Source: an optimization exercise on an open RTL-to-GDS flow (aim: small area and a short achievable clock period). Production flows keep margins and buffers that such runs may drop.
RTL that was checked went through simulation tests only; none was proved equivalent to the original.
For run 1, only the layout was checked, not whether the RTL still works.
No driver is modelled on the clock port, so clocking that relies on it looks cheaper here than on a real chip.
Power and IR drop assume default switching activity.

==> design/flow/config.mk <==
export PLATFORM = sky130hd
export DESIGN_NAME = life
export DESIGN_NICKNAME = life
export VERILOG_FILES = /design/flow/design.v
export SDC_FILE = /design/flow/constraint.sdc
export NUM_CORES = 4
export LEC_CHECK = 0
export CAP_MARGIN = 40
export CORE_MARGIN = 2
export CORE_UTILIZATION = 60
export CTS_CLUSTER_DIAMETER = 100
export CTS_CLUSTER_SIZE = 25
export SLEW_MARGIN = 40
==> design/flow/constraint.sdc <==
create_clock -name core_clock -period 9.0 [get_ports {clk}]
set_input_delay 1.8000 -clock core_clock [delete_from_list [all_inputs] [get_ports {clk}]]
set_output_delay 1.8000 -clock core_clock [all_outputs]
set_load 0.01 [all_outputs]
==> design/flow/design.v <==
package life_pkg;
    localparam int unsigned KEY_W = 3;
    typedef enum logic [KEY_W-1:0] {
        KEY_NONE  = 3'd0,
        KEY_UP    = 3'd1,
        KEY_DOWN  = 3'd2,
        KEY_LEFT  = 3'd3,
        KEY_RIGHT = 3'd4,
        KEY_FLIP  = 3'd5,
        KEY_NEXT  = 3'd6,
        KEY_RUN   = 3'd7
    } key_e;
    function automatic logic [15:0] life_row(input logic [15:0] a, input logic [15:0] m,
                                             input logic [15:0] b);
        logic [1:0] v [16];
        logic [2:0] h [16];
        logic [2:0] s;
        for (int j = 0; j < 16; j++) v[j] = {1'b0, a[j]} + {1'b0, m[j]} + {1'b0, b[j]};
        for (int j = 0; j < 16; j += 2) h[j] = {1'b0, v[j]} + {1'b0, v[j + 1]};
        for (int j = 0; j < 16; j++) begin
            if (j % 2 == 0) s = h[j] + {1'b0, v[(j + 15) % 16]};
            else            s = h[j - 1] + {1'b0, v[(j + 1) % 16]};
            life_row[j] = (s == 3'd3) || (m[j] && (s == 3'd4));
        end
    endfunction
endpackage
module life_data (
    input  logic        clk,
    input  logic        reset,
    input  logic        clearing,   
    input  logic        install,    
    input  logic        first,      
    input  logic        first_in,   
    input  logic        flip_en,
    input  logic [3:0]  flip_d,     
    input  logic [3:0]  flip_x,
    output logic [15:0] disp_row    
);
    logic [15:0][15:0] brd;         
    logic [15:0]       new_row;     
    logic [15:0]       first_new;   
    logic [15:0]       col_sel;
    assign col_sel  = flip_en ? (16'b1 << flip_x) : 16'b0;
    assign disp_row = brd[15];
    always_ff @(posedge clk or negedge reset) begin
        if (!reset) begin
            brd[15] <= '0;
        end else if (first_in) begin
            brd[15] <= first_new;
        end else begin
            brd[15] <= (clearing ? 16'b0 : brd[0]) ^ ((flip_d == 4'd0) ? col_sel : 16'b0);
        end
    end
    always_ff @(posedge clk) begin
        for (int i = 0; i < 15; i++) begin
            if (i == 14 && install) begin
                brd[i] <= new_row;
            end else if (i % 4 == 3) begin
                brd[i] <= (clearing ? 16'b0 : brd[i + 1])
                        ^ ((flip_d == 4'(i + 1)) ? col_sel : 16'b0);
            end else if (i % 2 == 1) begin
                brd[i] <= brd[i + 1] ^ ((flip_d == 4'(i + 1)) ? col_sel : 16'b0);
            end else begin
                brd[i] <= brd[i + 1];
            end
        end
    end
    always_ff @(posedge clk) begin
        new_row <= life_pkg::life_row(brd[15], brd[0], brd[1]);
        if (first) begin
            first_new <= new_row;
        end
    end
endmodule
module life #(
    parameter int unsigned X         = 16,
    parameter int unsigned Y         = 16,
    parameter int unsigned LOG2X     = 4,
    parameter int unsigned LOG2Y     = 4,
    parameter int unsigned HIGH_BITS = 10
) (
    input  logic             clk,
    input  logic             reset,
    input  logic [life_pkg::KEY_W-1:0] keys,
    output logic [Y-1:0]     row,
    output logic [X-1:0]     col
);
    life_pkg::key_e       key_c;
    life_pkg::key_e       key_q;      
    logic                 sweep;      
    logic                 swap;       
    logic                 swap_q;     
    logic                 install_c;  
    logic [7:0]           k;          
    logic [LOG2X-1:0]     cx;         
    logic [LOG2Y-1:0]     cd;         
    logic                 flip_wait;  
    logic                 flip_c;
    logic                 run_mode;
    logic [HIGH_BITS-1:LOG2Y] prescaler_hi;   
    logic                 pre_low_max;  
    logic                 scan_on;    
    logic [2:0]           scan_on_q;  
    logic             idle_c;
    logic             start_c;
    logic             edit_c;
    logic [X-1:0]     disp_row;
    assign key_c   = life_pkg::key_e'(keys);
    assign idle_c  = !sweep && !swap;
    assign start_c = idle_c && ((key_c == life_pkg::KEY_NEXT)
                                || (run_mode && (&prescaler_hi) && pre_low_max));
    assign edit_c  = idle_c && (key_c != life_pkg::KEY_NEXT) && (key_c != life_pkg::KEY_RUN);
    always_ff @(posedge clk or negedge reset) begin
        if (!reset) begin
            sweep  <= 1'b0;
            swap   <= 1'b0;
            swap_q <= 1'b0;
        end else begin
            swap   <= sweep && (&k);
            swap_q <= swap;
            sweep  <= start_c || (sweep && !(&k));
        end
    end
    always_ff @(posedge clk) begin
        k <= sweep ? k + 1'b1 : 8'd0;
    end
    assign install_c = (sweep && (k[7:4] == 4'hf) && ((k[3:2] != 2'd0) || (&k[1:0]))) || swap || swap_q;
    always_ff @(posedge clk or negedge reset) begin
        if (!reset) begin
            key_q     <= life_pkg::KEY_NONE;
            flip_wait <= 1'b0;
            cx        <= '0;
            cd        <= '0;
        end else begin
            key_q     <= edit_c ? key_c : life_pkg::KEY_NONE;
            flip_wait <= flip_c && cd[0];
            cd    <= cd - 1'b1;
            case (key_q)
                life_pkg::KEY_UP:    cd <= cd - 2'd2;
                life_pkg::KEY_DOWN:  cd <= cd;
                life_pkg::KEY_LEFT:  cx <= cx - 1'b1;
                life_pkg::KEY_RIGHT: cx <= cx + 1'b1;
                default: ;
            endcase
        end
    end
    assign pre_low_max = row[Y-2];
    always_ff @(posedge clk or negedge reset) begin
        if (!reset) begin
            prescaler_hi <= '0;
            run_mode  <= 1'b0;
        end else begin
            if (pre_low_max) begin
                prescaler_hi <= prescaler_hi + 1'b1;
            end
            if (key_c == life_pkg::KEY_RUN) begin
                run_mode <= ~run_mode;
            end
        end
    end
    always_ff @(posedge clk or negedge reset) begin
        if (!reset) begin
            scan_on   <= 1'b0;
            scan_on_q <= '0;
            row       <= '0;
        end else begin
            scan_on   <= 1'b1;
            scan_on_q <= {scan_on_q[1:0], scan_on};
            row     <= {row[Y-2:0], row[Y-1] | !scan_on};
        end
    end
    assign col = disp_row;
    assign flip_c = (key_q == life_pkg::KEY_FLIP) ^ flip_wait;
    life_data l_data (
        .clk      (clk),
        .reset    (reset),
        .clearing (!scan_on_q[2]),
        .install  (install_c),
        .first    (sweep && (k == 8'd242)),
        .first_in (swap_q),
        .flip_en  (flip_c && !cd[0]),
        .flip_d   (cd),
        .flip_x   (cx),
        .disp_row (disp_row)
    );
endmodule
==> design/flow/flow/run.sh <==
#!/bin/bash
# Standard layout with the port buffers a buf_2 and a tighter setup margin for repair,
# and the clock tree's root buffer removed after clock tree synthesis.
set -euo pipefail
ARGS=(SETUP_SLACK_MARGIN=6.2 "BUFFER_PORTS_ARGS=-buffer_cell sky130_fd_sc_hd__buf_2")
bash standard.sh "${ARGS[@]}" cts > flow_to_cts.log 2>&1
UNROOT_ODB=orfs/results/sky130hd/life/base/4_cts.odb openroad -no_init -exit flow/unroot.tcl > unroot.log 2>&1
bash standard.sh "${ARGS[@]}" finish > flow_to_finish.log 2>&1
==> design/flow/flow/unroot.tcl <==
# Remove the clock tree's root buffer: the clock port then drives the tree's first-level
# buffers (two) directly, one buffer less on every register's clock path.
set odb_file $::env(UNROOT_ODB)
read_db $odb_file
set block [ord::get_db_block]
set clk_net [$block findNet clk]
set root ""
foreach iterm [$clk_net getITerms] {
    if {[$iterm isInputSignal]} {
        set root [$iterm getInst]
    }
}
if {$root == "" || [llength [$clk_net getITerms]] != 1} {
    puts "unroot: clock port does not drive a single root buffer; layout left as it is"
    exit 0
}
set out_net [[$root findITerm X] getNet]
set loads [$out_net getITerms]
puts "unroot: root [$root getName] drives [expr {[llength $loads] - 1}] buffers"
if {[llength $loads] - 1 > 4} {
    puts "unroot: too many first-level buffers; layout left as it is"
    exit 0
}
foreach iterm $loads {
    if {[$iterm getInst] != $root} {
        $iterm disconnect
        $iterm connect $clk_net
    }
}
[$root findITerm A] disconnect
[$root findITerm X] disconnect
odb::dbInst_destroy $root
odb::dbNet_destroy $out_net
write_db $odb_file
puts "unroot: done"
==> design/flow/standard.sh <==
#!/bin/bash
# synth_recipe.tcl (not shown) runs the flow's synth.tcl, then flattens the netlist and writes it again
# the make line also repeats each setting of config.mk as NAME=value (left out here)
make -C /OpenROAD-flow-scripts/flow DESIGN_CONFIG=/design/flow/config.mk WORK_HOME=/design/flow/orfs CLKGATE_MAP_FILE= SYNTH_SCRIPT=/design/flow/synth_recipe.tcl "${@:-finish}"
==> reports/results.tsv, run 1 <==
metric	value	unit
Top Metal Used	met4	
first-pass GRT wire length	40600	µm
ys flop type	dfxtp_1	
drt wl/cell	17.7	µm
Total GRT Usage	22.9	%
type of origin of the critical path	flip-flop	
cell count after synthesis	1129	
CTS tree	done	
sequential area share after synthesis	55.3	%
final wirelength	25200	µm
clock buffer depth	3	
Max Fanout on Critical Path	2	
full die area	22900	µm²
Max Slew Vio Count	0	
WS Path Type	flip-flop to output pin	
chip width	151	µm
RSZ-0062 raised after global routing	yes	
sequential share of power	57.8	%
Req. time, crit path	7200	ps
wl on met1	11700	µm
Clock transition at path regs	100	ps
post-route ant nets	0	
P_sw	875	µW
Avg Synthesized Cell Area	11.6	µm²
DR vias/cell	5.42	
worst skew pair latency	380	ps
root buf cell	clkbuf_16	
Num CTS Buffers	17	
drt first pass iters	5	
port bufs	36	
Hold Buf Count CTS	0	
crit path DAT	1060	ps
Final Cell Area	14100	µm²
status	finished clean	
met2 WL	12000	µm
yosys warns	4	
Met3 Routed Length	977	µm
total core area	21200	µm²
Clock power frac	26.8	%
final hold vios	0	
Tcrit/Tclk final	31.8	%
Starting Density	61.6	%
gr ovfl total	0	
maximum VDD drop	279	µV
detailed router's first-iteration violation count	280	
vias in the first global route	7690	
GPL Wtd Cong	0.794	
Max Cap Viol	0	
internal power	2040	µW
initial antenna violation count	0	
Vert. Die Dim	151	µm
Cell Rows	53	
PwrDens	207	nW/µm²
Hold WC Path Type	flip-flop to flip-flop	
Cell Area, Placed	13300	µm²
Unique masters post-synth	64	
fmax	0.350	GHz
Switching Fraction	30.0	%
synthesis-stage register bit count	338	
min Tclk post-route	2860	ps
antenna cells	0	
Async SR Flop Fraction	17.2	%
synthesized area	13000	µm²
# IOs	37	
layout cell share with drive strength beyond 1	15.0	%
DRC errors left	0	
syn nets	1209	
H-tree Lvls	1	
vias post-DR	7728	
Clock Skews	27.6	ps
nets@finish	1226	
Final HPWL DP	16700	µm
Slew @ Worst Pin	878	ps
clock sink count	338	
Post-synth EDFFs	16	
Final setup violation count	0	
area grow syn2layout	8.12	%
Leakage	0.00540	µW
Fin Setup TNS	0	ps
CP endpoint kind	output pin	
pin count of the biggest net entering global routing	70	
Slew HR	41.3	%
Comb power frac	15.4	%
==> cells in the final DEF (no fill, tap or decap), drive strengths merged, types with 3 or more instances in the layout <==
cell    instances
a211o           3
a21oi           6
a311o           5
a31o            6
a31oi           8
and2            4
buf            68
clkbuf         21
dfrtp          58
dfxtp         264
edfxtp         16
fa             41
ha             34
inv            47
mux2           18
nand2         103
nand2b          8
nand3         100
nand3b         21
nand4          15
nor2           45
nor2b           7
nor3           18
nor3b           9
nor4           24
nor4b           3
o21ai           7
o31ai          16
or3b            3
xnor2          71
xor2           76
==> power groups by stage <==
| stage | Clock, µW | Combinational [µW] | Sequential, µW |
|---|---|---|---|
| after floorplan | 0 | 384 | 1640 |
| after global placement | 0 | 433 | 1710 |
| after detailed placement | 0 | 444 | 1710 |
| after CTS | 829 | 447 | 1680 |
| after global routing | 852 | 492 | 1690 |
| final | 782 | 450 | 1680 |
==> worst paths after layout <==
| kind | cells after the start | endpoint | slack (ps) | startpoint |
|---|---|---|---|---|
| worst max-delay path | 2 | col[1] | 6140 | l_data.brd[241] |
| worst min-delay path | 0 | l_data.brd[99] | 330 | l_data.brd[115] |
| worst max register to register | 8 | l_data.new_row[3] | 6270 | l_data.brd[243] |
| worst min register to register | 0 | l_data.brd[99] | 330 | l_data.brd[115] |
| max in group asynchronous | 2 | l_data.brd[246] | 7090 | reset |
| min in group asynchronous | 2 | row[1] | 1490 | reset |
==> synth_stat cells (4+ instances only) <==
cell type	n	share of area (%)
o31ai_1	16	0.92
o21ai_0	7	0.27
clkbuf_1	20	0.58
nor3_1	13	0.50
ha_1	34	3.3
nor2_1	43	1.2
buf_2	26	1.0
dfxtp_1	264	41
buf_4	18	1.0
nor4_4	4	0.65
fa_1	41	6.3
dfrtp_1	58	11
a31oi_1	8	0.38
nand3b_1	20	1.2
a311o_1	5	0.38
a31o_2	6	0.40
nor2b_1	6	0.29
xor2_1	76	5.1
nor3b_1	7	0.40
mux2_2	18	1.6
nand3_1	99	3.8
nand2b_1	8	0.38
nand2_1	103	3.0
nand4_1	15	0.72
a21oi_1	6	0.23
edfxtp_1	16	3.7
inv_1	46	1.3
xnor2_1	69	4.6
buf_6	5	0.43
and2_1	4	0.19
nor4_1	19	0.91
==> routing by layer <==
metal  global-route usage, %  vias to the layer above
li1                        -                     3787
met5                       0                        -
met3                    2.32                       33
met1                    32.5                     3792
met2                    38.1                      116
met4                    5.33                        0
==> worst max-delay path: stages, from the launching register on <==
cell     delay [ps]
dfrtp_1         410
buf_4           140
buf_2           130
==> flip-flops by register name (all words and copies together), names as in the netlist <==
signal,flops
l_data.brd,256
run_mode,1
cd,4
row,16
l_data.new_row,16
key_q,3
flip_wait,1
k,8
scan_on_q,3
prescaler_hi,6
swap_q,1
cx,4
l_data.first_new,16
sweep,1
scan_on,1
swap,1
==> kinds of logic (layout without fill, tap and decap cells) <==
group | Yosys count | count (layout) | synth area share (%)
AO/OA/AOI/OAI | 67 | 67 | 3.87
XOR/XNOR | 146 | 147 | 9.86
adder cells (fa/ha/maj) | 75 | 75 | 9.56
buffers and inverters | 117 | 138 | 4.42
flip-flops | 338 | 338 | 55.3
multiplexers | 19 | 19 | 1.63
other | 1 | 1 | 0.0288
AND/OR/NAND/NOR | 366 | 366 | 15.3
==> layout make-up <==
cell class	instances	area [µm²]
clock buffers	21	419
clock inverters	2	16.3
fillers	1634	7060
inverters	47	176
multi-input cells	675	5470
flip-flops and latches	338	7220
well taps	275	344
repair buffers	68	447
==> what timing repair did <==
action,CTS,global route
setup buffers,18,6
setup endpoints to repair,36,30
resized for setup,7,31
hold endpoints to repair,0,0
pin swaps,1,28
gates cloned,1,0
==> through the flow <==
| stage | hold slack [ps] | total power, µW | setup slack, ps | util [%] | instances |
|---|---|---|---|---|---|
| after floorplan | 310 | 2020 | 6490 | - | 1129 |
| after global placement | 310 | 2140 | 6220 | 62.8 | 1378 |
| after detailed placement | 312 | 2160 | 6150 | 62.9 | 1378 |
| after CTS | 330 | 2960 | 6090 | 65.9 | 1421 |
| after global routing | 338 | 3040 | 6110 | 66.6 | 1426 |
| final | 329 | 2920 | 6140 | 66.6 | 1426 |
==> run 2, diff against run 1 <==
--- a/design/flow/design.v
+++ b/design/flow/design.v
@@ -55,11 +55,9 @@
         for (int i = 0; i < 15; i++) begin
             if (i == 14 && install) begin
                 brd[i] <= new_row;
-            end else if (i % 4 == 3) begin
+            end else if (i % 2 == 1) begin
                 brd[i] <= (clearing ? 16'b0 : brd[i + 1])
                         ^ ((flip_d == 4'(i + 1)) ? col_sel : 16'b0);
-            end else if (i % 2 == 1) begin
-                brd[i] <= brd[i + 1] ^ ((flip_d == 4'(i + 1)) ? col_sel : 16'b0);
             end else begin
                 brd[i] <= brd[i + 1];
             end
@@ -100,7 +98,7 @@
     logic [HIGH_BITS-1:LOG2Y] prescaler_hi;   
     logic                 pre_low_max;  
     logic                 scan_on;    
-    logic [2:0]           scan_on_q;  
+    logic                 scan_on2;   
     logic             idle_c;
     logic             start_c;
     logic             edit_c;
@@ -160,12 +158,12 @@
     end
     always_ff @(posedge clk or negedge reset) begin
         if (!reset) begin
-            scan_on   <= 1'b0;
-            scan_on_q <= '0;
-            row       <= '0;
+            scan_on  <= 1'b0;
+            scan_on2 <= 1'b0;
+            row      <= '0;
         end else begin
-            scan_on   <= 1'b1;
-            scan_on_q <= {scan_on_q[1:0], scan_on};
+            scan_on  <= 1'b1;
+            scan_on2 <= scan_on;
             row     <= {row[Y-2:0], row[Y-1] | !scan_on};
         end
     end
@@ -174,7 +172,7 @@
     life_data l_data (
         .clk      (clk),
         .reset    (reset),
-        .clearing (!scan_on_q[2]),
+        .clearing (!scan_on2),
         .install  (install_c),
         .first    (sweep && (k == 8'd242)),
         .first_in (swap_q),
==> design/flow/flow/run.sh (replaced) <==
#!/bin/bash
# Standard layout, with the port buffers a buf_2 and a tighter setup margin for repair.
set -euo pipefail
bash standard.sh SETUP_SLACK_MARGIN=6.2 "BUFFER_PORTS_ARGS=-buffer_cell sky130_fd_sc_hd__buf_2" finish > standard_flow.log 2>&1
removed: design/flow/flow/unroot.tcl
==> reports/results.tsv, run 2 <==
metric	value	unit	change
total core area	21200	µm²	+0.31%
RSZ-0062 raised after global routing	yes		
min Tclk post-route	2880	ps	+18.7 ps
H-tree Lvls	1		unchanged
clock buffer depth	3		unchanged
Design Power	2780	µW	-4.5%
most frequent cells after synthesis	264 x dfxtp_1, 239 x nand2_1, 127 x xor2_1		
full die area	23000	µm²	+0.17%
crit-path cells	buf_2		
leading cell type in the layout, fill and taps excluded	dfxtp_1		
cell count after synthesis	1215		+7.6%
layout cell share with drive strength beyond 1	10.9	%	-4.1 points
vias in the first global route	7838		+1.9%
Fin Setup TNS	0	ps	unchanged
Post-synth EDFFs	16		unchanged
top post-synthesis cells by area	dfxtp_1 40%, dfrtp_1 11%, xor2_1 8.5%		
CP endpoint kind	output pin		
largest register by flop count	l_data.brd		
first-pass GRT wire length	40100	µm	-1.2%
CTS tree	done		
max reg flops	256		unchanged
antenna cells	0		unchanged
final wirelength	25000	µm	-1.1%
nets@finish	1308		+6.7%
post-route ant nets	0		unchanged
ys flop type	dfxtp_1		
# IOs	37		unchanged
gr ovfl total	0		unchanged
syn nets	1295		+7.1%
Slew HR	44.3	%	+3.0 points
GPL Wtd Cong	0.788		-0.74%
fmax	0.347	GHz	-0.65%
Final HPWL DP	16400	µm	-1.5%
crit path DAT	1080	ps	+20 ps
Leakage	0.00533	µW	-1.3%
Clock transition at path regs	90	ps	about the same
detailed router's first-iteration violation count	372		+33%
WS Path Type	flip-flop to output pin		
top-area cell type share of the netlist area	40.5	%	-0.070 points
Cell Area, Placed	13300	µm²	-0.10%
Max Slew Vio Count	0		unchanged
FF/Latch Area	7180	µm²	-0.66%
synthesis-stage register bit count	336		-0.59%
type of origin of the critical path	flip-flop		
status	finished clean		
cell with the most instances after synthesis	dfxtp_1		
clock sink count	336		-0.59%
sequential area share after synthesis	54.9	%	-0.48 points
CP bufs+invs	1		-1
port bufs	36		unchanged
PwrDens	197	nW/µm²	-4.6%
Final Cell Area	14100	µm²	about the same
crit path max-delay cell type	dfrtp_1		
Avg Synthesized Cell Area	10.8	µm²	-6.9%
Clock Skews	20.9	ps	-6.74 ps
Hold WC Path Type	flip-flop to flip-flop		
area grow syn2layout	7.99	%	
Hold Buf Count CTS	0		unchanged
worst skew pair latency	500	ps	+120 ps
crit-path max cell delay	420	ps	about the same
drt wl/cell	16.5	µm	-6.6%
Total GRT Usage	22.4	%	-0.43 points
Tcrit/Tclk final	32.0	%	+0.21 points
Async SR Flop Fraction	16.7	%	-0.49 points
Slew @ Worst Pin	836	ps	-42.7 ps
Max Fanout on Critical Path	2		unchanged
maximum VDD drop	208	µV	-25%
CP top delay family	flip-flops		
Max Cap Viol	0		unchanged
initial antenna violation count	0		unchanged
root buf cell	clkbuf_16		
DR vias/cell	5.27		-2.8%
Vert. Die Dim	152	µm	about the same
top cell type by total area after synthesis	dfxtp_1		
Final setup violation count	0		unchanged
synthesized area	13100	µm²	+0.17%
Req. time, crit path	7200	ps	about the same
Unique masters post-synth	49		-23%
Cell Rows	53		unchanged
Starting Density	61.6	%	-0.087 points
yosys warns	4		unchanged
Multi-input gate area	5460	µm²	-0.27%
Num CTS Buffers	17		unchanged
vias post-DR	7951		+2.9%
DRC errors left	0		unchanged
pin count of the biggest net entering global routing	92		+31%
final hold vios	0		unchanged
chip width	152	µm	about the same
most frequent cells in the layout	264 x dfxtp_1, 239 x nand2_1, 123 x xor2_1		
fillcell total	1752		+7.2%
drt first pass iters	4		-1
run 2: cell types whose count changed in the layout (fill, tap and decap cells not counted), sizes merged, moves of 16 or more:
cell	delta
or3	+17
xor2	+51
o31ai	+16
nand3	-53
and4b	+16
nand2	+136
nor4	-24
xnor2	-53
run 2: cells by family (layout without fill, tap and decap cells):
| kind of cell | count (synthesis) | after routing | synth area share [%] |
|---|---|---|---|
| buffers and inverters | 118 | 137 | 4.16 |
| other | 1 | 1 | 0.0287 |
| muxes | 22 | 22 | 1.93 |
| adders and majority gates | 75 | 75 | 9.54 |
| xor gates and xnor gates | 145 | 145 | 9.72 |
| DFF | 336 | 336 | 54.9 |
| and+or+nand+nor | 462 | 462 | 16.7 |
| AOI/OAI and AO/OA | 56 | 56 | 3.10 |
run 2: layout make-up:
class	instances	area share (%)
sequential	336	50.9
timing repair buffer	66	3.46
inverter	46	1.22
tap	275	2.44
clock inverter	1	0.115
multi-input combinational	761	38.7
clock buffer	24	3.20
run 2: path summary, 6_finish.rpt:
kind / slack [ps] / to / cells after the start / startpoint
min reg2reg: 330 / l_data.brd[40] / 0 / l_data.brd[56]
min in group asynchronous: 1370 / run_mode / 2 / reset
max in group asynchronous: 7180 / swap_q / 2 / reset
max: 6120 / row[13] / 1 / row[13]
min: 330 / l_data.brd[40] / 0 / l_data.brd[56]
max reg2reg: 6230 / l_data.new_row[10] / 8 / l_data.brd[250]
run 2: power by group:
part | leakage [µW] | switching [µW] | internal, µW
Combinational | 0.00214 | 195 | 127
Sequential | 0.00297 | 97.3 | 1550
Clock | 0.000225 | 455 | 357
run 2: metal layers:
layer	part of all wire [%]	track usage, %
met5	0	0
met4	1.4	4.07
met3	2.8	2.87
met2	49	39.0
met1	47	30.7
run 2: timing repair:
action / CTS / global route
gates resized for setup: 14 / 24
pin swaps: 0 / 25
setup endpoints to repair: 32 / 48
buffers inserted: 18 / 8
run 2: metrics by stage:
step,hold WS (ps),cells,setup slack (ps),utilization [%]
finish,330,1509,6120,66.5
global placement,310,1458,6370,62.5
CTS,333,1501,6100,65.7
global route,336,1509,6080,66.5
floorplan,310,1215,6490,-
detailed placement,312,1458,6270,62.6
==> run 3, diff against run 2 <==
==> design/flow/run.sh (new file) <==
#!/bin/bash
# synth_recipe.tcl (not shown) runs the flow's synth.tcl, then flattens the netlist and writes it again
# the make line also repeats each setting of config.mk as NAME=value (left out here)
make -C /OpenROAD-flow-scripts/flow DESIGN_CONFIG=/design/flow/config.mk WORK_HOME=/design/flow/orfs CLKGATE_MAP_FILE= SYNTH_SCRIPT=/design/flow/synth_recipe.tcl finish
--- a/design/flow/config.mk
+++ b/design/flow/config.mk
@@ -10,4 +10,5 @@
 export CORE_UTILIZATION = 60
 export CTS_CLUSTER_DIAMETER = 100
 export CTS_CLUSTER_SIZE = 25
+export SETUP_SLACK_MARGIN = 5
 export SLEW_MARGIN = 40
removed: design/flow/flow/run.sh
removed: design/flow/standard.sh
==> reports/results.tsv, run 3 <==
metric	value	unit	change
status	finished clean		
Slew HR	44.3	%	+0.048 points
Async SR Flop Fraction	16.7	%	unchanged
crit-path max cell delay	580	ps	+160 ps
Max Slew Vio Count	0		unchanged
Starting Density	61.6	%	unchanged
Num CTS Buffers	17		unchanged
initial antenna violation count	0		unchanged
Vert. Die Dim	152	µm	unchanged
Switching Fraction	27.0	%	+0.16 points
Worst Setup SP	row[14]		
Max Cap Viol	0		unchanged
most frequent cells in the layout	264 x dfxtp_1, 239 x nand2_1, 127 x xor2_1		
hold path startpoint	l_data.brd[61]		
full die area	23000	µm²	unchanged
top cell type by total area after synthesis	dfxtp_1		
WS Path Type	flip-flop to output pin		
GPL Wtd Cong	0.767		-2.6%
drt wl/cell	16.5	µm	about the same
port bufs	36		unchanged
Clock transition at path regs	100	ps	about the same
synthesis-stage register bit count	336		unchanged
Tcrit/Tclk final	37.3	%	+5.3 points
Slew @ Worst Pin	835	ps	-0.717 ps
layout cell share with drive strength beyond 1	4.55	%	-6.4 points
syn nets	1295		unchanged
type of origin of the critical path	flip-flop		
CP top delay family	buffers and inverters		
Cell Area, Placed	13500	µm²	+1.3%
drt first pass iters	8		+4
Hold Path Depth	0		unchanged
vias post-DR	7828		-1.5%
Final setup violation count	0		unchanged
max reg flops	256		unchanged
largest register by flop count	l_data.brd		
Final HPWL DP	16200	µm	-1.4%
final wirelength	24600	µm	-1.6%
Clock Skews	33.2	ps	+12.4 ps
DRC errors left	0		unchanged
# IOs	37		unchanged
sequential share of power	59.1	%	-0.2 points
Hold WC Path Type	flip-flop to flip-flop		
Place WS	6180	ps	-84.2 ps
crit path max-delay cell type	clkdlybuf4s50_1		
Cell Rows	53		unchanged
Post-CTS Setup Repair Bufs	0		-18
clock sink count	336		unchanged
leading cell type in the layout, fill and taps excluded	dfxtp_1		
Final Cell Area	13900	µm²	-1.2%
clock buffer depth	3		unchanged
crit-path cells	clkdlybuf4s50_1		
Total GRT Usage	22.3	%	-0.11 points
Avg Synthesized Cell Area	10.8	µm²	unchanged
vias in the first global route	7645		-2.5%
Clock power frac	29.5	%	+0.3 points
sequential area share after synthesis	54.9	%	unchanged
area grow syn2layout	6.66	%	
H-tree Lvls	1		unchanged
most frequent cells after synthesis	264 x dfxtp_1, 239 x nand2_1, 127 x xor2_1		
worst skew pair latency	520	ps	+20 ps
CP endpoint kind	output pin		
internal power	2040	µW	about the same
first-pass GRT wire length	40200	µm	+0.21%
pin count of the biggest net entering global routing	99		+7.6%
cell with the most instances after synthesis	dfxtp_1		
crit path DAT	1550	ps	+470 ps
final hold vios	0		unchanged
nets@finish	1283		-1.9%
cell count after synthesis	1215		unchanged
Comb power frac	11.4	%	-0.2 points
top-area cell type share of the netlist area	40.5	%	unchanged
PwrDens	200	nW/µm²	+1.6%
Design Power	2790	µW	+0.31%
Reg-to-Reg Start	l_data.brd[250]		
Critical Path Stages	1		unchanged
post-route ant nets	0		unchanged
fmax	0.298	GHz	-14%
Leakage	0.00518	µW	-2.8%
yosys warns	4		unchanged
Req. time, crit path	7200	ps	about the same
cts repair resizes	0		-14
maximum VDD drop	157	µV	-24%
antenna cells	0		unchanged
min Tclk post-route	3350	ps	+476 ps
root buf cell	clkbuf_16		
total core area	21200	µm²	unchanged
top post-synthesis cells by area	dfxtp_1 40%, dfrtp_1 11%, xor2_1 8.5%		
ys flop type	dfxtp_1		
reg2reg path depth	7		-1
Max Fanout on Critical Path	7		+5
RSZ-0062 raised after global routing	no		
CP bufs+invs	1		unchanged
CTS tree	done		
Fin Setup TNS	0	ps	unchanged
Unique masters post-synth	49		unchanged
Post-synth EDFFs	16		unchanged
gr ovfl total	0		unchanged
chip width	152	µm	unchanged
P_sw	754	µW	+0.91%
synthesized area	13100	µm²	unchanged
DR vias/cell	5.27		+0.11%
detailed router's first-iteration violation count	341		-8.3%
post-route setup slack	5650	ps	-476 ps
Hold Buf Count CTS	0		unchanged
==> run 3: cell types whose count changed in the layout (fill, tap and decap cells not counted), sizes merged <==
cell,before,now
buf,66,6
clkdlybuf4s50,0,35
clkbuf,24,23
inv,47,48
==> run 3: cells by family (layout without fill, tap and decap cells) <==
group | count (synthesis) | after routing | synth area share [%]
AO/OA/AOI/OAI | 56 | 56 | 3.10
XOR/XNOR | 145 | 145 | 9.72
adder cells (fa/ha/maj) | 75 | 75 | 9.54
buffers and inverters | 118 | 112 | 4.16
flip-flops | 336 | 336 | 54.9
multiplexers | 22 | 22 | 1.93
other | 1 | 1 | 0.0287
AND/OR/NAND/NOR | 462 | 462 | 16.7
==> run 3: per-layer routing <==
| metal | part of all wire [%] | global-route usage (%) | vias to the layer above |
|---|---|---|---|
| li1 | - | - | 3890 |
| met1 | 47 | 31.5 | 3820 |
| met2 | 48 | 38.0 | 93 |
| met3 | 3.0 | 2.51 | 25 |
| met4 | 1.6 | 3.84 | 0 |
| met5 | 0 | 0 | - |
==> run 3: final cells by class <==
type | instances | area, µm²
sequential | 336 | 7170
inverter | 46 | 173
tap | 275 | 344
timing repair buffer | 41 | 400
clock inverter | 2 | 25.0
clock buffer | 23 | 448
multi-input combinational | 761 | 5370
fill | 1720 | 7290
==> run 3: through the flow <==
stage | cells | hold slack, ps | utilization [%]
floorplan | 1215 | 310 | -
global placement | 1459 | 310 | 63.4
detailed placement | 1459 | 312 | 63.4
CTS | 1484 | 330 | 65.6
global route | 1484 | 336 | 65.7
finish | 1484 | 328 | 65.7
==> run 3: power by group through the flow <==
| stage | logic [µW] | registers [µW] | clock network [µW] |
|---|---|---|---|
| global route | 361 | 1670 | 897 |
| CTS | 319 | 1650 | 849 |
| detailed placement | 318 | 1680 | 0 |
| finish | 317 | 1650 | 824 |
| floorplan | 272 | 1630 | 0 |
| global placement | 311 | 1680 | 0 |
==> run 3: final timing paths <==
path / endpoint / slack, ps
setup reg to reg: l_data.new_row[10] / 6290
min in group asynchronous: l_data.brd[242] / 1340
max in group asynchronous: scan_on2 / 7240
hold / removal: l_data.brd[45] / 330
setup / recovery: row[14] / 5650
hold reg to reg: l_data.brd[45] / 330

-- static timing again, ports no longer ideal --
No port has a modelled driver above. Below, the same layouts with a new extraction and two added sets of constraints. Step 1 assumes that a clkbuf_16 drives the clock port and a buf_2 every other input. Step 2 also shifts input and output timing later by t, the mid clock arrival at the registers, as if the neighbouring blocks saw the same clock. Slacks: ideal / step 1 / step 2; pairs: ideal / step 1.
| run | t, ns | setup slack, ns | worst hold slack (ns) | pins driven straight from the clock port |
|---|---|---|---|---|
| run 1 | 0.430 | 6.141 / 6.078 / 6.273 | 0.329 / 0.329 / 0.329 | 2 |
| run 2 | 0.540 | 6.122 / 6.075 / 6.227 | 0.330 / 0.330 / 0.330 | 1 |
| run 3 | 0.551 | 5.646 / 5.600 / 6.151 | 0.328 / 0.328 / 0.328 | 1 |
After both steps every run listed still meets setup and hold.
